Source: an optimization exercise on an open RTL-to-GDS flow (aim: small area and a short achievable clock period). Production flows keep margins and buffers that such runs may drop. The RTL was checked by simulation tests, not by an equivalence proof against the original design. Power and IR drop assume default switching activity.

run A:
// fft_mag_sq_frame
module fft_mag_sq_frame
#(
  parameter  int FFT_LEN = 64,
  localparam int IDX_W   = $clog2(FFT_LEN)
) (
  input  logic             aclk,
  input  logic             areset,
  input  logic [31:0]      slave_tdata,
  input  logic             slave_tvalid,
  output logic             slave_tready,
  output logic [31:0]      master_tdata,
  output logic             master_tvalid,
  input  logic             master_tready,
  output logic             master_tlast,
  output logic [IDX_W-1:0] peak_bin,
  output logic [31:0]      peak_mag,
  output logic             peak_valid
);
Size in the first run: about 1,300 cells after synthesis, about 210 flip-flops.
clock: 7.0 ns
lec_check: 0
abc_clock_period_in_ps: 3500
cap_margin: 20
core_margin: 2
core_utilization: 40
cts_buf_list: sky130_fd_sc_hd__clkbuf_8
cts_cluster_diameter: 60
cts_cluster_size: 20
setup_slack_margin: 2.9
slew_margin: 20
synth_hierarchical: 1
synth_minimum_keep_size: 0
standard.sh (not shown) runs the stock make flow with config.mk's settings and CLKGATE_MAP_FILE= SYNTH_SCRIPT=/design/flow/synth_recipe.tcl, a recipe that flattens the netlist after the stock synthesis.
==> flow/flow/run.sh <==
#!/bin/bash
set -euo pipefail
bash standard.sh "BUFFER_PORTS_ARGS=-buffer_cell sky130_fd_sc_hd__buf_1" finish > standard.log 2>&1
The inputs of run B differ from those of run A as listed below.
Settings: a change of SETUP_SLACK_MARGIN from 2.9 to 3.2; a deleted CTS_CLUSTER_DIAMETER that had been 60; a change of CTS_CLUSTER_SIZE from 20 to 18.
Notes after the runs:
- Going from run A to run B, the area added between synthesis and finish was found to have gone up by 3.1 points.
- Via count of the first global-routing pass delta for run B relative to run A: 370 higher
- Area: run B vs run A -> run B larger
- Looking at wire length across both flows, run B is the weaker of the two, with run A ahead.
Relative to run B, the following input files were edited for run C:
Settings: CTS_CLUSTER_DIAMETER now 60, previously not set; CTS_CLUSTER_SIZE now 20, was 18.
When run C is measured against run B, its fraction of area in registers turns out 0.44 points higher.
NOTE: final period demand of the worst path in run C falls short of that of run B
Per the comparison of run C with run B, via count lost about 2%; proportion of synthesized area in mux cells neither gained nor lost much.
Run B reached the final stage; the timing, DRC and antenna checks on its layout passed.
Every stage of the flow completed for run C, and the final layout passed the timing, DRC and antenna checks.
Compared with run B, placement density in the core of run C is lower.
Looking only at non-clock buffer count, and setting everything else aside, the lower value of run B and run C goes to run C.
diff inputs: run C => run D
Settings: CTS_CLUSTER_SIZE now 12, was 20; CTS_CLUSTER_DIAMETER no longer set, was 60.
--- outcome ---
- From run C to run D the numbers moved as follows: final standard cell area without fillers up 210 µm²; fmax lower; multi-input combinational area share moved down; share of power burned in registers now smaller.
- Compare run C and run D | peak supply drop lower: run D
- Between run C and run D, the flow reports via count increasing slightly.
- Lower areal power density over the cells among run C and run D: run C
- As far as share of cell area taken by muxes after synthesis goes, run D and run C are indistinguishable; the numbers are identical.
- Run D vs run C — first-pass GRT wire length rose 360 µm.
- The lower net count reported at finish of run C and run D is in run C.
- [run D] normalized max-slew margin rose 0.59 points relative to run C
What run E does differently from run D at the input level:
Settings: CTS_CLUSTER_DIAMETER now 50, previously not set; CTS_CLUSTER_SIZE now 16, was 12.
[summary]
Compared with run D, placement density in the core of run E is lower.
Summary of run E over run D: clock-pin slew of the registers on the worst-case setup and hold paths climbed 0.03 ns; total of clock buffers placed in the layout now smaller; detailed-route wire length went down 530 µm.

before:
Another version of the RTL of fft_mag_sq_frame (not shown whole).
Size in the first run: roughly 220 flip-flops.
clock: 7.0 ns
lec_check: 0
abc_clock_period_in_ps: 3100
cap_margin: 20
core_margin: 2
core_utilization: 40
cts_buf_list: sky130_fd_sc_hd__clkbuf_8
cts_cluster_diameter: 50
cts_cluster_size: 16
setup_slack_margin: 3.7
slew_margin: 20
synth_hierarchical: 1
synth_minimum_keep_size: 0
==> flow/flow/run.sh <==
#!/bin/bash
set -euo pipefail
bash standard.sh \
  "BUFFER_PORTS_ARGS=-buffer_cell sky130_fd_sc_hd__buf_1" \
  "CTS_ARGS=-sink_clustering_enable -repair_clock_nets -sink_clustering_size 16 -sink_clustering_max_diameter 50 -buf_list sky130_fd_sc_hd__clkbuf_8 -dont_use_dummy_load" \
  finish > standard.log 2>&1
The flow did not stop early for before: all stages ran, and the layout cleared the timing, DRC and antenna checks.
The following lists how after was set up differently from before:
- a change of ABC_CLOCK_PERIOD_IN_PS from 3100 to 2900
- a change of SETUP_SLACK_MARGIN from 3.7 to 4.0
- an added TNS_END_PERCENT of 5
--- outcome ---
Summary of the comparison: design area is higher in after, relative to before.
Fraction of area in multi-input gates ends up lower on after.
Side by side, global-route usage over all layers turned out higher in after than in before.
Where worst setup slack after layout is concerned, before is outperformed by after.
Of after and before, the run reporting the higher portion of total power attributed to combinational logic was after.
Comparing before with after, the share of the synthesized netlist area taken by xor and xnor gates came out essentially unchanged.
after vs before: non-clock buffer instance count of the final layout up slightly
| inverter count | after vs before | ≈ equal |
Hold slack essentially unchanged between after and before.
Going from before to after, the shortest period the worst path allows was found to have gone down by 0.073 ns.
Result for after and before: all clean

fft_mag_sq_frame, a different RTL version from the one above (not shown whole).
Size: about 1200 cells after synthesis, roughly 110 I/O pins, roughly 15000 um2 of cells after synthesis.
Settings: LEC_CHECK=0, ABC_CLOCK_PERIOD_IN_PS=3000, CAP_MARGIN=5, CORE_MARGIN=2, CORE_UTILIZATION=55, CTS_BUF_LIST=sky130_fd_sc_hd__clkbuf_8, CTS_CLUSTER_DIAMETER=50, CTS_CLUSTER_SIZE=16, GPL_TIMING_DRIVEN=0, SETUP_SLACK_MARGIN=3.75, SLEW_MARGIN=5, SYNTH_HIERARCHICAL=1, SYNTH_MINIMUM_KEEP_SIZE=0, TNS_END_PERCENT=5; clock period 7.0 ns.
Scripts as last shown in full above: flow/flow/run.sh
Edit:
--- a/flow/config.mk
+++ b/flow/config.mk
@@ -9 +9 @@
-export CAP_MARGIN = 5
+export CAP_MARGIN = 20
@@ -11 +11 @@
-export CORE_UTILIZATION = 55
+export CORE_UTILIZATION = 40
@@ -15,3 +15,2 @@
-export GPL_TIMING_DRIVEN = 0
-export SETUP_SLACK_MARGIN = 3.75
-export SLEW_MARGIN = 5
+export SETUP_SLACK_MARGIN = 3.85
+export SLEW_MARGIN = 20
Area after synthesis is unchanged.
Global-route usage went down by 6.0 points.
Sequential share of layout area is higher by 0.45 points.
Worst setup slack improves by 0.17 ns.
Sequential cell count does not change.
Final area shrinks by 0.84%.
Edit:
--- a/flow/config.mk
+++ b/flow/config.mk
@@ -9 +9 @@
-export CAP_MARGIN = 20
+export CAP_MARGIN = 5
@@ -11 +11 @@
-export CORE_UTILIZATION = 40
+export CORE_UTILIZATION = 55
@@ -15,2 +15,2 @@
-export SETUP_SLACK_MARGIN = 3.85
-export SLEW_MARGIN = 20
+export SETUP_SLACK_MARGIN = 3.75
+export SLEW_MARGIN = 5
The changed run went through all stages and came out clean. Die area falls by about 27%. Maximum frequency is about the same. Routed wire length decreases by about 8%. Clock-buffer cell count is higher by 1. Worst setup slack is better by 0.0034 ns. Clock skew rose by 0.0059 ns. Total power drops by 2.1%. Final cell count is lower by 8.9%. Global-route usage goes up by 4.8 points.
Edit:
--- a/flow/config.mk
+++ b/flow/config.mk
@@ -9 +9 @@
-export CAP_MARGIN = 5
+export CAP_MARGIN = 20
@@ -16 +16 @@
-export SLEW_MARGIN = 5
+export SLEW_MARGIN = 20
Effect: Wire length barely changes; hold slack degrades by 0.0047 ns; die area does not change; non-clock buffer count is higher by 1.
Edit:
--- a/flow/config.mk
+++ b/flow/config.mk
@@ -11 +11 @@
-export CORE_UTILIZATION = 55
+export CORE_UTILIZATION = 40
Outcome: Core utilization came out lower by 16 points. First-iteration DRC count came out lower by 13%. Die area came out higher by 37%. Final cell count came out higher by 7.2%. Combinational power came out higher by about 3%. Wire length came out higher by 3.5%. Setup slack loses 0.017 ns.

## port drivers added, routing unchanged
No port has a modelled driver above. Below, the same layouts with a new extraction and two added sets of constraints.
Step 1 assumes that a clkbuf_16 drives the clock port and a buf_2 every other input.
Step 2 moves the port delays by t, midway between the first and last clock arrival at a register: inputs arrive t later, outputs are due t later. That takes back most of the time a late clock gives input paths.
Three values: no drivers, after step 1, after step 2; two values: the first two.
| run | shift t [ns] | setup slack, ns | worst setup path after step 2 | latest minus earliest clock arrival (ns) | worst register clock-pin slew, ns |
|---|---|---|---|---|---|
| run A | 0.597 | 3.026 / 3.026 / 3.026 | register to register | 0.036 / 0.037 | 0.12 / 0.12 |
| run B | 0.609 | 3.276 / 3.276 / 3.276 | register to register | 0.021 / 0.021 | 0.07 / 0.07 |
| run C | 0.598 | 3.293 / 3.293 / 3.293 | register to register | 0.035 / 0.034 | 0.12 / 0.12 |
| run D | 0.579 | 3.279 / 3.279 / 3.279 | register to register | 0.032 / 0.031 | 0.06 / 0.06 |
| run E | 0.619 | 3.277 / 3.277 / 3.277 | register to register | 0.035 / 0.034 | 0.10 / 0.10 |
| before | 0.617 | 3.633 / 3.633 / 3.633 | register to register | 0.049 / 0.049 | 0.09 / 0.09 |
| after | 0.609 | 3.706 / 3.690 / 3.548 | input to register | 0.056 / 0.056 | 0.08 / 0.08 |
| the first run of note 3 | 0.585 | 3.556 / 3.532 / 3.373 | input to register | 0.041 / 0.041 | 0.09 / 0.09 |
| the second run of note 3 | 0.595 | 3.724 / 3.709 / 3.412 | input to register | 0.065 / 0.065 | 0.10 / 0.10 |
| the third run of note 3 | 0.611 | 3.727 / 3.702 / 3.582 | input to register | 0.070 / 0.071 | 0.09 / 0.09 |
| the fourth run of note 3 | 0.613 | 3.725 / 3.700 / 3.592 | input to register | 0.072 / 0.073 | 0.09 / 0.09 |
| the fifth run of note 3 | 0.596 | 3.708 / 3.704 / 3.414 | input to register | 0.067 / 0.067 | 0.10 / 0.10 |
After both steps every run listed still meets setup and hold. The setup slack of the second run of note 3, which loses most, moves by -0.015 ns with the drivers and by -0.312 ns with both steps.
